This is an optimization exercise on Yosys and OpenROAD, whose aim is small area, not a production implementation.
At most, simulation tests tie the RTL to the original design; equivalence was not proved.
Power figures rest on the tool's default switching activity, not on a simulated workload.

==> run Y: inputs <==
## positional_array_insert_delete
module positional_array_insert_delete
#(
  parameter int CAPACITY = 32
) (
  input  logic                    clk_i,
  input  logic                    rst_ni,
  input  logic                    in_valid_i,
  output logic                    in_stall_o,
  input  logic [paid_pkg::MODE_W-1:0]       mode_i,
  input  logic [paid_pkg::POS_W-1:0]        position_i,
  input  logic signed [paid_pkg::VAL_W-1:0] value_i,
  output logic                    out_valid_o,
  input  logic                    out_stall_i,
  output logic [paid_pkg::ST_W-1:0]         status_o,
  output logic signed [paid_pkg::VAL_W-1:0] entry_value_o,
  output logic [paid_pkg::CNT_W-1:0]        entry_count_o,
  output logic                    last_o
);
==> module positional_array_insert_delete, before the edit <==
module positional_array_insert_delete
#(
  parameter int CAPACITY = 32
) (
  input  logic                    clk_i,
  input  logic                    rst_ni,
  input  logic                    in_valid_i,
  output logic                    in_stall_o,
  input  logic [paid_pkg::MODE_W-1:0]       mode_i,
  input  logic [paid_pkg::POS_W-1:0]        position_i,
  input  logic signed [paid_pkg::VAL_W-1:0] value_i,
  output logic                    out_valid_o,
  input  logic                    out_stall_i,
  output logic [paid_pkg::ST_W-1:0]         status_o,
  output logic signed [paid_pkg::VAL_W-1:0] entry_value_o,
  output logic [paid_pkg::CNT_W-1:0]        entry_count_o,
  output logic                    last_o
);
  localparam int VW = paid_pkg::VAL_W;
  localparam int CW = paid_pkg::CNT_W;
  localparam int IW = $clog2(CAPACITY);
  localparam logic [CW-1:0] Cap = CW'(CAPACITY);
  logic          reading_q;
  logic [CW-1:0] count_q, count_d;
  logic [IW-1:0] rem_q;
  logic                    out_valid_q;
  logic [paid_pkg::ST_W-1:0] status_q, status_d;
  logic [VW-1:0]           value_q;
  logic out_free, in_acc, load, rd_last, rd_start;
  logic ins, del, rot;
  logic full, empty, ins_bad, del_bad;
  logic [CW-1:0] pos;
  logic [VW-1:0] bcast_n, head;
  logic [VW-1:0] entry_n [CAPACITY];
  logic [CAPACITY:0] ge;
  assign out_free   = !out_valid_q || !out_stall_i;
  assign in_stall_o = reading_q || !out_free;
  assign in_acc     = in_valid_i && !in_stall_o;
  assign rot        = reading_q && out_free;
  assign rd_last    = (rem_q == '0);
  assign full    = (count_q == Cap);
  assign empty   = (count_q == '0);
  assign ins_bad = (position_i > count_q);
  assign del_bad = (position_i >= count_q);
  assign ins      = in_acc && (mode_i == paid_pkg::MODE_INSERT) && !full && !ins_bad;
  assign del      = in_acc && (mode_i == paid_pkg::MODE_DELETE) && !empty && !del_bad;
  assign rd_start = in_acc && (mode_i == paid_pkg::MODE_READ) && !empty;
  assign load     = rot || (in_acc && ((mode_i == paid_pkg::MODE_INSERT) ||
                                       (mode_i == paid_pkg::MODE_DELETE) ||
                                       ((mode_i == paid_pkg::MODE_READ) && empty)));
  always_comb begin
    count_d = count_q;
    if (ins) count_d = count_q + CW'(1);
    if (del) count_d = count_q - CW'(1);
  end
  always_comb begin
    status_d = paid_pkg::ST_DONE;
    if (rot) begin
      status_d = paid_pkg::ST_DONE;
    end else if (mode_i == paid_pkg::MODE_INSERT) begin
      if (full)         status_d = paid_pkg::ST_FULL;
      else if (ins_bad) status_d = paid_pkg::ST_BADPOS;
    end else if (mode_i == paid_pkg::MODE_DELETE) begin
      if (empty)        status_d = paid_pkg::ST_EMPTY;
      else if (del_bad) status_d = paid_pkg::ST_BADPOS;
    end else begin
      status_d = paid_pkg::ST_EMPTY;
    end
  end
  always_ff @(posedge clk_i or negedge rst_ni) begin
    if (!rst_ni) begin
      reading_q   <= 1'b0;
      count_q     <= '0;
      out_valid_q <= 1'b0;
    end else begin
      if (rd_start) begin
        reading_q <= 1'b1;
      end else if (rot && rd_last) begin
        reading_q <= 1'b0;
      end
      count_q     <= count_d;
      out_valid_q <= load || (out_valid_q && out_stall_i);
    end
  end
  assign head = ~entry_n[0];
  always_ff @(posedge clk_i) begin
    if (rd_start) begin
      rem_q <= IW'(count_q - CW'(1));
    end else if (rot) begin
      rem_q <= rem_q - IW'(1);
    end
    if (load) begin
      status_q <= status_d;
    end
    value_q <= ({VW{rot}} & head) | ({VW{!load}} & value_q);
  end
  assign bcast_n = reading_q ? entry_n[0] : ~value_i;
  assign pos     = reading_q ? (count_q - CW'(1)) : position_i;
  assign ge[CAPACITY] = 1'b1;
  for (genvar i = 0; i < CAPACITY; i++) begin : g_ge
    assign ge[i] = (CW'(i) >= pos);
  end
  for (genvar i = 0; i < CAPACITY; i++) begin : g_cell
    logic s_left, s_right, s_bcast, s_hold;
    logic [VW-1:0] left_n, right_n;
    if (i == 0) begin : g_first
      assign left_n  = entry_n[i];
      assign s_left  = 1'b0;
      assign s_bcast = (ins || rot) && ge[0];
    end else begin : g_mid_l
      assign left_n  = entry_n[i-1];
      assign s_left  = ins && ge[i-1];
      assign s_bcast = (ins || rot) && ge[i] && !ge[i-1];
    end
    if (i == CAPACITY - 1) begin : g_last
      assign right_n = entry_n[i];
      assign s_right = 1'b0;
    end else begin : g_mid_r
      assign right_n = entry_n[i+1];
      assign s_right = (del && ge[i]) || (rot && !ge[i]);
    end
    assign s_hold = !(s_left || s_right || s_bcast);
    paid_cell #(
      .HAS_LEFT (i != 0),
      .HAS_RIGHT(i != CAPACITY - 1)
    ) u_cell (
      .clk_i    (clk_i),
      .hold_ni  (!s_hold),
      .left_ni  (!s_left),
      .right_ni (!s_right),
      .bcast_ni (!s_bcast),
      .left_n_i (left_n),
      .right_n_i(right_n),
      .bcast_n_i(bcast_n),
      .entry_n_o(entry_n[i])
    );
  end
  assign out_valid_o   = out_valid_q;
  assign status_o      = status_q;
  assign entry_value_o = value_q;
  assign entry_count_o = count_q;
  assign last_o        = !reading_q;
endmodule
clock: 5.0 ns
lec_check: 0
cap_margin: 20
core_margin: 2
core_utilization: 60
cts_buf_list: sky130_fd_sc_hd__clkbuf_16
cts_cluster_diameter: 110
cts_cluster_size: 28
gpl_routability_driven: 0
place_density: 0.8
slew_margin: 20
synth_hierarchical: 1
standard.sh (not shown) runs the stock make flow with config.mk's settings and CLKGATE_MAP_FILE= SYNTH_SCRIPT=/design/flow/synth_recipe.tcl, a recipe that flattens the netlist after the stock synthesis.
==> flow/flow/run.sh <==
#!/bin/bash
# The standard layout, with the port buffers made from the smallest
# buffer cell instead of a delay buffer.
export BUFFER_PORTS_ARGS="-buffer_cell sky130_fd_sc_hd__buf_1"
bash standard.sh > standard.log 2>&1
==> run H (differences from run Y) <==
--- a/flow/design.v
+++ b/flow/design.v
@@ -65,7 +65,6 @@
   localparam int VW = paid_pkg::VAL_W;
   localparam int CW = paid_pkg::CNT_W;
   localparam int IW = $clog2(CAPACITY);
-  localparam logic [CW-1:0] Cap = CW'(CAPACITY);
   logic          reading_q;
   logic [CW-1:0] count_q, count_d;
   logic [IW-1:0] rem_q;
@@ -73,27 +72,32 @@
   logic [paid_pkg::ST_W-1:0] status_q, status_d;
   logic [VW-1:0]           value_q;
   logic out_free, in_acc, load, rd_last, rd_start;
-  logic ins, del, rot;
+  logic m_ins, m_del, m_rd;
+  logic ins, del, rot, ins_mv, del_mv, ins_rot;
   logic full, empty, ins_bad, del_bad;
   logic [CW-1:0] pos;
   logic [VW-1:0] bcast_n, head;
   logic [VW-1:0] entry_n [CAPACITY];
-  logic [CAPACITY:0] ge;
-  assign out_free   = !out_valid_q || !out_stall_i;
+  logic [CAPACITY-1:0] ge;
+  assign out_free   = !(out_valid_q && out_stall_i);
   assign in_stall_o = reading_q || !out_free;
   assign in_acc     = in_valid_i && !in_stall_o;
   assign rot        = reading_q && out_free;
   assign rd_last    = (rem_q == '0);
-  assign full    = (count_q == Cap);
+  assign full    = count_q[CW-1];
   assign empty   = (count_q == '0);
   assign ins_bad = (position_i > count_q);
   assign del_bad = (position_i >= count_q);
-  assign ins      = in_acc && (mode_i == paid_pkg::MODE_INSERT) && !full && !ins_bad;
-  assign del      = in_acc && (mode_i == paid_pkg::MODE_DELETE) && !empty && !del_bad;
-  assign rd_start = in_acc && (mode_i == paid_pkg::MODE_READ) && !empty;
-  assign load     = rot || (in_acc && ((mode_i == paid_pkg::MODE_INSERT) ||
-                                       (mode_i == paid_pkg::MODE_DELETE) ||
-                                       ((mode_i == paid_pkg::MODE_READ) && empty)));
+  assign m_ins = (mode_i == paid_pkg::MODE_INSERT);
+  assign m_del = (mode_i == paid_pkg::MODE_DELETE);
+  assign m_rd  = (mode_i == paid_pkg::MODE_READ);
+  assign ins      = in_acc && m_ins && !full && !ins_bad;
+  assign del      = in_acc && m_del && !empty && !del_bad;
+  assign rd_start = in_acc && m_rd && !empty;
+  assign load     = rot || (in_acc && (m_ins || m_del || (m_rd && empty)));
+  assign ins_mv  = in_acc && m_ins && !full;
+  assign del_mv  = in_acc && m_del;
+  assign ins_rot = ins_mv || rot;
   always_comb begin
     count_d = count_q;
     if (ins) count_d = count_q + CW'(1);
@@ -103,10 +107,10 @@
     status_d = paid_pkg::ST_DONE;
     if (rot) begin
       status_d = paid_pkg::ST_DONE;
-    end else if (mode_i == paid_pkg::MODE_INSERT) begin
+    end else if (m_ins) begin
       if (full)         status_d = paid_pkg::ST_FULL;
       else if (ins_bad) status_d = paid_pkg::ST_BADPOS;
-    end else if (mode_i == paid_pkg::MODE_DELETE) begin
+    end else if (m_del) begin
       if (empty)        status_d = paid_pkg::ST_EMPTY;
       else if (del_bad) status_d = paid_pkg::ST_BADPOS;
     end else begin
@@ -125,7 +129,7 @@
         reading_q <= 1'b0;
       end
       count_q     <= count_d;
-      out_valid_q <= load || (out_valid_q && out_stall_i);
+      out_valid_q <= load || !out_free;
     end
   end
   assign head = ~entry_n[0];
@@ -142,39 +146,38 @@
   end
   assign bcast_n = reading_q ? entry_n[0] : ~value_i;
   assign pos     = reading_q ? (count_q - CW'(1)) : position_i;
-  assign ge[CAPACITY] = 1'b1;
   for (genvar i = 0; i < CAPACITY; i++) begin : g_ge
     assign ge[i] = (CW'(i) >= pos);
   end
   for (genvar i = 0; i < CAPACITY; i++) begin : g_cell
-    logic s_left, s_right, s_bcast, s_hold;
+    logic s_left_n, s_right_n, s_bcast_n, s_hold_n;
     logic [VW-1:0] left_n, right_n;
     if (i == 0) begin : g_first
-      assign left_n  = entry_n[i];
-      assign s_left  = 1'b0;
-      assign s_bcast = (ins || rot) && ge[0];
+      assign left_n    = entry_n[i];
+      assign s_left_n  = 1'b1;
+      assign s_bcast_n = !(ins_rot && ge[i]);
     end else begin : g_mid_l
-      assign left_n  = entry_n[i-1];
-      assign s_left  = ins && ge[i-1];
-      assign s_bcast = (ins || rot) && ge[i] && !ge[i-1];
+      assign left_n    = entry_n[i-1];
+      assign s_left_n  = !(ins_mv && ge[i-1]);
+      assign s_bcast_n = !(ins_rot && ge[i] && !ge[i-1]);
     end
     if (i == CAPACITY - 1) begin : g_last
-      assign right_n = entry_n[i];
-      assign s_right = 1'b0;
+      assign right_n   = entry_n[i];
+      assign s_right_n = 1'b1;
     end else begin : g_mid_r
-      assign right_n = entry_n[i+1];
-      assign s_right = (del && ge[i]) || (rot && !ge[i]);
+      assign right_n   = entry_n[i+1];
+      assign s_right_n = !((del_mv && ge[i]) || (rot && !ge[i]));
     end
-    assign s_hold = !(s_left || s_right || s_bcast);
+    assign s_hold_n = !(s_left_n && s_right_n && s_bcast_n);
     paid_cell #(
       .HAS_LEFT (i != 0),
       .HAS_RIGHT(i != CAPACITY - 1)
     ) u_cell (
       .clk_i    (clk_i),
-      .hold_ni  (!s_hold),
-      .left_ni  (!s_left),
-      .right_ni (!s_right),
-      .bcast_ni (!s_bcast),
+      .hold_ni  (s_hold_n),
+      .left_ni  (s_left_n),
+      .right_ni (s_right_n),
+      .bcast_ni (s_bcast_n),
       .left_n_i (left_n),
       .right_n_i(right_n),
       .bcast_n_i(bcast_n),
CTS_CLUSTER_DIAMETER = 100   (was 110)
CTS_CLUSTER_SIZE = 25   (was 28)
GPL_ROUTABILITY_DRIVEN = default   (was 0)
PLACE_DENSITY = 0.85   (was 0.8)
==> notes <==
Run Y completed without violations. Run H finished with timing, DRC and antenna clean. Of run Y and run H, run H has the higher register-to-register slack (gap 50 ps). In run H the core utilization is higher than in run Y, by 0.37 points. Between run H and run Y, the lower cell count is in run H (gap about 0.22%, measured against run Y). Die area: run H is lower than run Y (0.38%). First-iteration DRC count: run H is higher than run Y (about 33%). Critical path depth: run H is lower than run Y (3).
For run H, only the layout was checked, not whether the RTL still works.

==> run a <==
==> flow/design.v <==
package paid_pkg;
  localparam int unsigned MODE_W = 2;
  localparam int unsigned POS_W  = 6;
  localparam int unsigned VAL_W  = 32;
  localparam int unsigned ST_W   = 2;
  localparam int unsigned CNT_W  = 6;
  localparam logic [MODE_W-1:0] MODE_INSERT = 2'd0;
  localparam logic [MODE_W-1:0] MODE_DELETE = 2'd1;
  localparam logic [MODE_W-1:0] MODE_READ   = 2'd2;
  localparam logic [ST_W-1:0] ST_DONE   = 2'd0;
  localparam logic [ST_W-1:0] ST_FULL   = 2'd1;
  localparam logic [ST_W-1:0] ST_EMPTY  = 2'd2;
  localparam logic [ST_W-1:0] ST_BADPOS = 2'd3;
endpackage
module paid_cell #(
  parameter bit HAS_LEFT  = 1'b1,
  parameter bit HAS_RIGHT = 1'b1
) (
  input  logic                        clk_i,
  input  logic                        hold_ni,
  input  logic                        left_ni,
  input  logic                        right_ni,
  input  logic                        bcast_ni,
  input  logic [paid_pkg::VAL_W-1:0]  left_n_i,
  input  logic [paid_pkg::VAL_W-1:0]  right_n_i,
  input  logic [paid_pkg::VAL_W-1:0]  bcast_n_i,
  output logic [paid_pkg::VAL_W-1:0]  entry_n_o
);
  logic [paid_pkg::VAL_W-1:0] entry_nq, from_left, from_right;
  if (HAS_LEFT) begin : g_left
    assign from_left = {paid_pkg::VAL_W{left_ni}} | left_n_i;
  end else begin : g_no_left
    assign from_left = '1;
  end
  if (HAS_RIGHT) begin : g_right
    assign from_right = {paid_pkg::VAL_W{right_ni}} | right_n_i;
  end else begin : g_no_right
    assign from_right = '1;
  end
  always_ff @(posedge clk_i) begin
    entry_nq <= ({paid_pkg::VAL_W{hold_ni}}  | entry_nq)
              & ({paid_pkg::VAL_W{bcast_ni}} | bcast_n_i)
              & from_left & from_right;
  end
  assign entry_n_o = entry_nq;
endmodule
module positional_array_insert_delete
#(
  parameter int CAPACITY = 32
) (
  input  logic                    clk_i,
  input  logic                    rst_ni,
  input  logic                    in_valid_i,
  output logic                    in_stall_o,
  input  logic [paid_pkg::MODE_W-1:0]       mode_i,
  input  logic [paid_pkg::POS_W-1:0]        position_i,
  input  logic signed [paid_pkg::VAL_W-1:0] value_i,
  output logic                    out_valid_o,
  input  logic                    out_stall_i,
  output logic [paid_pkg::ST_W-1:0]         status_o,
  output logic signed [paid_pkg::VAL_W-1:0] entry_value_o,
  output logic [paid_pkg::CNT_W-1:0]        entry_count_o,
  output logic                    last_o
);
  localparam int VW = paid_pkg::VAL_W;
  localparam int CW = paid_pkg::CNT_W;
  localparam int IW = $clog2(CAPACITY);
  logic          reading_q;
  logic [CW-1:0] count_q, count_d;
  logic [IW-1:0] rem_q;
  logic                    out_valid_q;
  logic [paid_pkg::ST_W-1:0] status_q, status_d;
  logic [VW-1:0]           value_q;
  logic out_free, in_acc, load, rd_last, rd_start;
  logic m_ins, m_del, m_rd;
  logic ins, del, rot, ins_mv, del_mv, ins_rot;
  logic full, empty, ins_bad, del_bad;
  logic [CW-1:0] pos;
  logic [VW-1:0] bcast_n, head;
  logic [VW-1:0] entry_n [CAPACITY];
  logic [CAPACITY-1:0] ge;
  assign out_free   = !(out_valid_q && out_stall_i);
  assign in_stall_o = reading_q || !out_free;
  assign in_acc     = in_valid_i && !in_stall_o;
  assign rot        = reading_q && out_free;
  assign rd_last    = (rem_q == '0);
  assign full    = count_q[CW-1];
  assign empty   = (count_q == '0);
  assign ins_bad = (position_i > count_q);
  assign del_bad = (position_i >= count_q);
  assign m_ins = (mode_i == paid_pkg::MODE_INSERT);
  assign m_del = (mode_i == paid_pkg::MODE_DELETE);
  assign m_rd  = (mode_i == paid_pkg::MODE_READ);
  assign ins      = in_acc && m_ins && !full && !ins_bad;
  assign del      = in_acc && m_del && !empty && !del_bad;
  assign rd_start = in_acc && m_rd && !empty;
  assign load     = rot || (in_acc && (m_ins || m_del || (m_rd && empty)));
  assign ins_mv  = in_acc && m_ins && !full;
  assign del_mv  = in_acc && m_del;
  assign ins_rot = ins_mv || rot;
  always_comb begin
    count_d = count_q;
    if (ins) count_d = count_q + CW'(1);
    if (del) count_d = count_q - CW'(1);
  end
  always_comb begin
    status_d = paid_pkg::ST_DONE;
    if (rot) begin
      status_d = paid_pkg::ST_DONE;
    end else if (m_ins) begin
      if (full)         status_d = paid_pkg::ST_FULL;
      else if (ins_bad) status_d = paid_pkg::ST_BADPOS;
    end else if (m_del) begin
      if (empty)        status_d = paid_pkg::ST_EMPTY;
      else if (del_bad) status_d = paid_pkg::ST_BADPOS;
    end else begin
      status_d = paid_pkg::ST_EMPTY;
    end
  end
  always_ff @(posedge clk_i or negedge rst_ni) begin
    if (!rst_ni) begin
      reading_q   <= 1'b0;
      count_q     <= '0;
      out_valid_q <= 1'b0;
    end else begin
      if (rd_start) begin
        reading_q <= 1'b1;
      end else if (rot && rd_last) begin
        reading_q <= 1'b0;
      end
      count_q     <= count_d;
      out_valid_q <= load || !out_free;
    end
  end
  assign head = ~entry_n[0];
  always_ff @(posedge clk_i) begin
    if (rd_start) begin
      rem_q <= IW'(count_q - CW'(1));
    end else if (rot) begin
      rem_q <= rem_q - IW'(1);
    end
    if (load) begin
      status_q <= status_d;
    end
    value_q <= ({VW{rot}} & head) | ({VW{!load}} & value_q);
  end
  assign bcast_n = reading_q ? entry_n[0] : ~value_i;
  assign pos     = reading_q ? (count_q - CW'(1)) : position_i;
  for (genvar i = 0; i < CAPACITY; i++) begin : g_ge
    assign ge[i] = (CW'(i) >= pos);
  end
  for (genvar i = 0; i < CAPACITY; i++) begin : g_cell
    logic s_left_n, s_right_n, s_bcast_n, s_hold_n;
    logic [VW-1:0] left_n, right_n;
    if (i == 0) begin : g_first
      assign left_n    = entry_n[i];
      assign s_left_n  = 1'b1;
      assign s_bcast_n = !(ins_rot && ge[i]);
    end else begin : g_mid_l
      assign left_n    = entry_n[i-1];
      assign s_left_n  = !(ins_mv && ge[i-1]);
      assign s_bcast_n = !(ins_rot && ge[i] && !ge[i-1]);
    end
    if (i == CAPACITY - 1) begin : g_last
      assign right_n   = entry_n[i];
      assign s_right_n = 1'b1;
    end else begin : g_mid_r
      assign right_n   = entry_n[i+1];
      assign s_right_n = !((del_mv && ge[i]) || (rot && !ge[i]));
    end
    assign s_hold_n = !(s_left_n && s_right_n && s_bcast_n);
    paid_cell #(
      .HAS_LEFT (i != 0),
      .HAS_RIGHT(i != CAPACITY - 1)
    ) u_cell (
      .clk_i    (clk_i),
      .hold_ni  (s_hold_n),
      .left_ni  (s_left_n),
      .right_ni (s_right_n),
      .bcast_ni (s_bcast_n),
      .left_n_i (left_n),
      .right_n_i(right_n),
      .bcast_n_i(bcast_n),
      .entry_n_o(entry_n[i])
    );
  end
  assign out_valid_o   = out_valid_q;
  assign status_o      = status_q;
  assign entry_value_o = value_q;
  assign entry_count_o = count_q;
  assign last_o        = !reading_q;
endmodule
==> flow/flow/run.sh <==
#!/bin/bash
# The standard layout, with the port buffers made from the smallest
# buffer cell instead of a delay buffer.
export BUFFER_PORTS_ARGS="-buffer_cell sky130_fd_sc_hd__buf_1"
bash standard.sh > standard.log 2>&1
==> flow/standard.sh <==
#!/bin/bash
# synth_recipe.tcl (not shown) runs the flow's synth.tcl, then flattens the netlist and writes it again
# the make line also repeats each setting of config.mk as NAME=value (left out here)
make -C /OpenROAD-flow-scripts/flow DESIGN_CONFIG=/design/flow/config.mk WORK_HOME=/design/flow/orfs CLKGATE_MAP_FILE= SYNTH_SCRIPT=/design/flow/synth_recipe.tcl "${@:-finish}"
==> flow/config.mk <==
export PLATFORM = sky130hd
export DESIGN_NAME = positional_array_insert_delete
export DESIGN_NICKNAME = positional_array_insert_delete
export VERILOG_FILES = /design/flow/design.v
export SDC_FILE = /design/flow/constraint.sdc
export NUM_CORES = 4
export LEC_CHECK = 0
export CAP_MARGIN = 20
export CORE_MARGIN = 2
export CORE_UTILIZATION = 60
export CTS_BUF_LIST = sky130_fd_sc_hd__clkbuf_16
export CTS_CLUSTER_DIAMETER = 110
export CTS_CLUSTER_SIZE = 28
export SLEW_MARGIN = 20
export SYNTH_HIERARCHICAL = 1
==> flow/constraint.sdc <==
create_clock -name core_clock -period 5.0 [get_ports {clk_i}]
set_input_delay 1.0000 -clock core_clock [delete_from_list [all_inputs] [get_ports {clk_i}]]
set_output_delay 1.0000 -clock core_clock [all_outputs]
set_load 0.01 [all_outputs]
==> run b (differences from run a) <==
--- a/flow/design.v
+++ b/flow/design.v
@@ -67,2 +67,3 @@
   localparam int IW = $clog2(CAPACITY);
+  localparam logic [CW-1:0] Cap = CW'(CAPACITY);
   logic          reading_q;
@@ -74,4 +75,3 @@
   logic out_free, in_acc, load, rd_last, rd_start;
-  logic m_ins, m_del, m_rd;
-  logic ins, del, rot, ins_mv, del_mv, ins_rot;
+  logic ins, del, rot;
   logic full, empty, ins_bad, del_bad;
@@ -80,4 +80,4 @@
   logic [VW-1:0] entry_n [CAPACITY];
-  logic [CAPACITY-1:0] ge;
-  assign out_free   = !(out_valid_q && out_stall_i);
+  logic [CAPACITY:0] ge;
+  assign out_free   = !out_valid_q || !out_stall_i;
   assign in_stall_o = reading_q || !out_free;
@@ -86,3 +86,3 @@
   assign rd_last    = (rem_q == '0);
-  assign full    = count_q[CW-1];
+  assign full    = (count_q == Cap);
   assign empty   = (count_q == '0);
@@ -90,12 +90,8 @@
   assign del_bad = (position_i >= count_q);
-  assign m_ins = (mode_i == paid_pkg::MODE_INSERT);
-  assign m_del = (mode_i == paid_pkg::MODE_DELETE);
-  assign m_rd  = (mode_i == paid_pkg::MODE_READ);
-  assign ins      = in_acc && m_ins && !full && !ins_bad;
-  assign del      = in_acc && m_del && !empty && !del_bad;
-  assign rd_start = in_acc && m_rd && !empty;
-  assign load     = rot || (in_acc && (m_ins || m_del || (m_rd && empty)));
-  assign ins_mv  = in_acc && m_ins && !full;
-  assign del_mv  = in_acc && m_del;
-  assign ins_rot = ins_mv || rot;
+  assign ins      = in_acc && (mode_i == paid_pkg::MODE_INSERT) && !full && !ins_bad;
+  assign del      = in_acc && (mode_i == paid_pkg::MODE_DELETE) && !empty && !del_bad;
+  assign rd_start = in_acc && (mode_i == paid_pkg::MODE_READ) && !empty;
+  assign load     = rot || (in_acc && ((mode_i == paid_pkg::MODE_INSERT) ||
+                                       (mode_i == paid_pkg::MODE_DELETE) ||
+                                       ((mode_i == paid_pkg::MODE_READ) && empty)));
   always_comb begin
@@ -109,6 +105,6 @@
       status_d = paid_pkg::ST_DONE;
-    end else if (m_ins) begin
+    end else if (mode_i == paid_pkg::MODE_INSERT) begin
       if (full)         status_d = paid_pkg::ST_FULL;
       else if (ins_bad) status_d = paid_pkg::ST_BADPOS;
-    end else if (m_del) begin
+    end else if (mode_i == paid_pkg::MODE_DELETE) begin
       if (empty)        status_d = paid_pkg::ST_EMPTY;
@@ -131,3 +127,3 @@
       count_q     <= count_d;
-      out_valid_q <= load || !out_free;
+      out_valid_q <= load || (out_valid_q && out_stall_i);
     end
@@ -148,2 +144,3 @@
   assign pos     = reading_q ? (count_q - CW'(1)) : position_i;
+  assign ge[CAPACITY] = 1'b1;
   for (genvar i = 0; i < CAPACITY; i++) begin : g_ge
@@ -152,21 +149,21 @@
   for (genvar i = 0; i < CAPACITY; i++) begin : g_cell
-    logic s_left_n, s_right_n, s_bcast_n, s_hold_n;
+    logic s_left, s_right, s_bcast, s_hold;
     logic [VW-1:0] left_n, right_n;
     if (i == 0) begin : g_first
-      assign left_n    = entry_n[i];
-      assign s_left_n  = 1'b1;
-      assign s_bcast_n = !(ins_rot && ge[i]);
+      assign left_n  = entry_n[i];
+      assign s_left  = 1'b0;
+      assign s_bcast = (ins || rot) && ge[0];
     end else begin : g_mid_l
-      assign left_n    = entry_n[i-1];
-      assign s_left_n  = !(ins_mv && ge[i-1]);
-      assign s_bcast_n = !(ins_rot && ge[i] && !ge[i-1]);
+      assign left_n  = entry_n[i-1];
+      assign s_left  = ins && ge[i-1];
+      assign s_bcast = (ins || rot) && ge[i] && !ge[i-1];
     end
     if (i == CAPACITY - 1) begin : g_last
-      assign right_n   = entry_n[i];
-      assign s_right_n = 1'b1;
+      assign right_n = entry_n[i];
+      assign s_right = 1'b0;
     end else begin : g_mid_r
-      assign right_n   = entry_n[i+1];
-      assign s_right_n = !((del_mv && ge[i]) || (rot && !ge[i]));
+      assign right_n = entry_n[i+1];
+      assign s_right = (del && ge[i]) || (rot && !ge[i]);
     end
-    assign s_hold_n = !(s_left_n && s_right_n && s_bcast_n);
+    assign s_hold = !(s_left || s_right || s_bcast);
     paid_cell #(
@@ -176,6 +173,6 @@
       .clk_i    (clk_i),
-      .hold_ni  (s_hold_n),
-      .left_ni  (s_left_n),
-      .right_ni (s_right_n),
-      .bcast_ni (s_bcast_n),
+      .hold_ni  (!s_hold),
+      .left_ni  (!s_left),
+      .right_ni (!s_right),
+      .bcast_ni (!s_bcast),
       .left_n_i (left_n),
==> flow/flow/run.sh (replaced) <==
#!/bin/bash
# The standard layout with two changes: the port buffers are made from
# the smallest buffer cell, and gate sizing may change a cell's footprint
# (so a weak driver can be upsized instead of getting a buffer).
export BUFFER_PORTS_ARGS="-buffer_cell sky130_fd_sc_hd__buf_1"
bash standard.sh MATCH_CELL_FOOTPRINT=0 finish > standard.log 2>&1
==> run c (differences from run a) <==
CORE_UTILIZATION = 68   (was 60)
PLACE_DENSITY = 0.75   (was unset)
==> run d (differences from run a) <==
--- a/flow/design.v
+++ b/flow/design.v
@@ -14,3 +14,3 @@
 endpackage
-module paid_cell #(
+module paid_store #(
   parameter bit HAS_LEFT  = 1'b1,
@@ -45,2 +45,42 @@
   assign entry_n_o = entry_nq;
+endmodule
+module paid_cell #(
+  parameter bit HAS_LEFT  = 1'b1,
+  parameter bit HAS_RIGHT = 1'b1
+) (
+  input  logic                        clk_i,
+  input  logic                        hold_i,
+  input  logic                        left_i,
+  input  logic                        right_i,
+  input  logic                        bcast_i,
+  input  logic [paid_pkg::VAL_W-1:0]  left_n_i,
+  input  logic [paid_pkg::VAL_W-1:0]  right_n_i,
+  input  logic [paid_pkg::VAL_W-1:0]  bcast_n_i,
+  output logic [paid_pkg::VAL_W-1:0]  entry_n_o
+);
+  logic hold_n, left_n, right_n, bcast_n;
+  paid_sel_inv u_sel_inv (
+    .sel_i  ({hold_i, left_i, right_i, bcast_i}),
+    .sel_no ({hold_n, left_n, right_n, bcast_n})
+  );
+  paid_store #(
+    .HAS_LEFT (HAS_LEFT),
+    .HAS_RIGHT(HAS_RIGHT)
+  ) u_store (
+    .clk_i    (clk_i),
+    .hold_ni  (hold_n),
+    .left_ni  (left_n),
+    .right_ni (right_n),
+    .bcast_ni (bcast_n),
+    .left_n_i (left_n_i),
+    .right_n_i(right_n_i),
+    .bcast_n_i(bcast_n_i),
+    .entry_n_o(entry_n_o)
+  );
+endmodule
+module paid_sel_inv (
+  input  logic [3:0] sel_i,
+  output logic [3:0] sel_no
+);
+  assign sel_no = ~sel_i;
 endmodule
@@ -67,2 +107,3 @@
   localparam int IW = $clog2(CAPACITY);
+  localparam logic [CW-1:0] Cap = CW'(CAPACITY);
   logic          reading_q;
@@ -74,4 +115,3 @@
   logic out_free, in_acc, load, rd_last, rd_start;
-  logic m_ins, m_del, m_rd;
-  logic ins, del, rot, ins_mv, del_mv, ins_rot;
+  logic ins, del, rot;
   logic full, empty, ins_bad, del_bad;
@@ -80,4 +120,4 @@
   logic [VW-1:0] entry_n [CAPACITY];
-  logic [CAPACITY-1:0] ge;
-  assign out_free   = !(out_valid_q && out_stall_i);
+  logic [CAPACITY:0] ge;
+  assign out_free   = !out_valid_q || !out_stall_i;
   assign in_stall_o = reading_q || !out_free;
@@ -86,3 +126,3 @@
   assign rd_last    = (rem_q == '0);
-  assign full    = count_q[CW-1];
+  assign full    = (count_q == Cap);
   assign empty   = (count_q == '0);
@@ -90,12 +130,8 @@
   assign del_bad = (position_i >= count_q);
-  assign m_ins = (mode_i == paid_pkg::MODE_INSERT);
-  assign m_del = (mode_i == paid_pkg::MODE_DELETE);
-  assign m_rd  = (mode_i == paid_pkg::MODE_READ);
-  assign ins      = in_acc && m_ins && !full && !ins_bad;
-  assign del      = in_acc && m_del && !empty && !del_bad;
-  assign rd_start = in_acc && m_rd && !empty;
-  assign load     = rot || (in_acc && (m_ins || m_del || (m_rd && empty)));
-  assign ins_mv  = in_acc && m_ins && !full;
-  assign del_mv  = in_acc && m_del;
-  assign ins_rot = ins_mv || rot;
+  assign ins      = in_acc && (mode_i == paid_pkg::MODE_INSERT) && !full && !ins_bad;
+  assign del      = in_acc && (mode_i == paid_pkg::MODE_DELETE) && !empty && !del_bad;
+  assign rd_start = in_acc && (mode_i == paid_pkg::MODE_READ) && !empty;
+  assign load     = rot || (in_acc && ((mode_i == paid_pkg::MODE_INSERT) ||
+                                       (mode_i == paid_pkg::MODE_DELETE) ||
+                                       ((mode_i == paid_pkg::MODE_READ) && empty)));
   always_comb begin
@@ -109,6 +145,6 @@
       status_d = paid_pkg::ST_DONE;
-    end else if (m_ins) begin
+    end else if (mode_i == paid_pkg::MODE_INSERT) begin
       if (full)         status_d = paid_pkg::ST_FULL;
       else if (ins_bad) status_d = paid_pkg::ST_BADPOS;
-    end else if (m_del) begin
+    end else if (mode_i == paid_pkg::MODE_DELETE) begin
       if (empty)        status_d = paid_pkg::ST_EMPTY;
@@ -131,3 +167,3 @@
       count_q     <= count_d;
-      out_valid_q <= load || !out_free;
+      out_valid_q <= load || (out_valid_q && out_stall_i);
     end
@@ -148,2 +184,3 @@
   assign pos     = reading_q ? (count_q - CW'(1)) : position_i;
+  assign ge[CAPACITY] = 1'b1;
   for (genvar i = 0; i < CAPACITY; i++) begin : g_ge
@@ -152,21 +189,21 @@
   for (genvar i = 0; i < CAPACITY; i++) begin : g_cell
-    logic s_left_n, s_right_n, s_bcast_n, s_hold_n;
+    logic s_left, s_right, s_bcast, s_hold;
     logic [VW-1:0] left_n, right_n;
     if (i == 0) begin : g_first
-      assign left_n    = entry_n[i];
-      assign s_left_n  = 1'b1;
-      assign s_bcast_n = !(ins_rot && ge[i]);
+      assign left_n  = entry_n[i];
+      assign s_left  = 1'b0;
+      assign s_bcast = (ins || rot) && ge[0];
     end else begin : g_mid_l
-      assign left_n    = entry_n[i-1];
-      assign s_left_n  = !(ins_mv && ge[i-1]);
-      assign s_bcast_n = !(ins_rot && ge[i] && !ge[i-1]);
+      assign left_n  = entry_n[i-1];
+      assign s_left  = ins && ge[i-1];
+      assign s_bcast = (ins || rot) && ge[i] && !ge[i-1];
     end
     if (i == CAPACITY - 1) begin : g_last
-      assign right_n   = entry_n[i];
-      assign s_right_n = 1'b1;
+      assign right_n = entry_n[i];
+      assign s_right = 1'b0;
     end else begin : g_mid_r
-      assign right_n   = entry_n[i+1];
-      assign s_right_n = !((del_mv && ge[i]) || (rot && !ge[i]));
-    end
-    assign s_hold_n = !(s_left_n && s_right_n && s_bcast_n);
+      assign right_n = entry_n[i+1];
+      assign s_right = (del && ge[i]) || (rot && !ge[i]);
+    end
+    assign s_hold = !(s_left || s_right || s_bcast);
     paid_cell #(
@@ -176,6 +213,6 @@
       .clk_i    (clk_i),
-      .hold_ni  (s_hold_n),
-      .left_ni  (s_left_n),
-      .right_ni (s_right_n),
-      .bcast_ni (s_bcast_n),
+      .hold_i   (s_hold),
+      .left_i   (s_left),
+      .right_i  (s_right),
+      .bcast_i  (s_bcast),
       .left_n_i (left_n),
==> flow/flow/run.sh (replaced) <==
#!/bin/bash
# The standard layout with two changes: the port buffers are made from
# the smallest buffer cell, and gate sizing may change a cell's footprint
# (so a weak driver can be upsized instead of getting a buffer).
export BUFFER_PORTS_ARGS="-buffer_cell sky130_fd_sc_hd__buf_1"
bash standard.sh MATCH_CELL_FOOTPRINT=0 finish > standard.log 2>&1
==> run notes <==
- Run a completed with no timing, DRC or antenna violations. Run b ran to the end with no violations. Run c went through all stages and came out clean. Run d went through all stages and came out clean.
- Via count: run c > run a > run d > run b.
- Count of clock-buffer cells in the layout is the same in run b and run c.
- The highest global-route usage belongs to run c, the lowest to run d.
- Final area is about the same in run c and run b.
- The highest die area belongs to run d, the lowest to run c.
- Critical path depth: run a is higher than run c (2).
- The lowest core utilization belongs to run d, the highest to run c.
- Clock power: run c is smaller than run d (about 2%).
Only the layout flow was run in run a, run c and run d; the RTL was not checked for function there.

==> static timing again, ports no longer ideal <==
The flow's constraints put no driver on any port. The routed layouts listed below were extracted and timed again, unchanged, in two steps. Step 1 assumes that a clkbuf_16 drives the clock port and a buf_2 every other input. Step 2 times the ports against the registers' clock, not the clock port: input delays grow and output delays shrink by t, the midpoint of the rising clock arrivals with the driver on. Three values: ideal, step 1, step 2; two values: the first two.
| run | shift t [ns] | slack for setup (ns) | hold slack, ns | latest minus earliest clock arrival (ns) | cell pins on the clock port's net |
|---|---|---|---|---|---|
| run Y | 0.689 | 0.826 / 0.826 / 0.577 | 0.314 / 0.268 / 0.469 | 0.026 / 0.026 | 1 |
| run H | 0.691 | 0.874 / 0.874 / 0.719 | 0.351 / 0.322 / 0.469 | 0.030 / 0.030 | 1 |
| run a | 0.701 | 0.781 / 0.781 / 0.719 | 0.286 / 0.289 / 0.469 | 0.036 / 0.036 | 1 |
| run b | 0.693 | 0.801 / 0.801 / 0.681 | 0.353 / 0.306 / 0.469 | 0.027 / 0.027 | 1 |
| run c | 0.713 | 0.680 / 0.680 / 0.680 | 0.322 / 0.305 / 0.471 | 0.030 / 0.030 | 1 |
| run d | 0.696 | 0.418 / 0.418 / 0.235 | 0.352 / 0.306 / 0.457 | 0.024 / 0.024 | 1 |
After both steps every run listed still meets setup and hold. For run Y, which loses most, drivers alone change the setup slack by 0.000 ns; drivers and shift together by -0.249 ns.
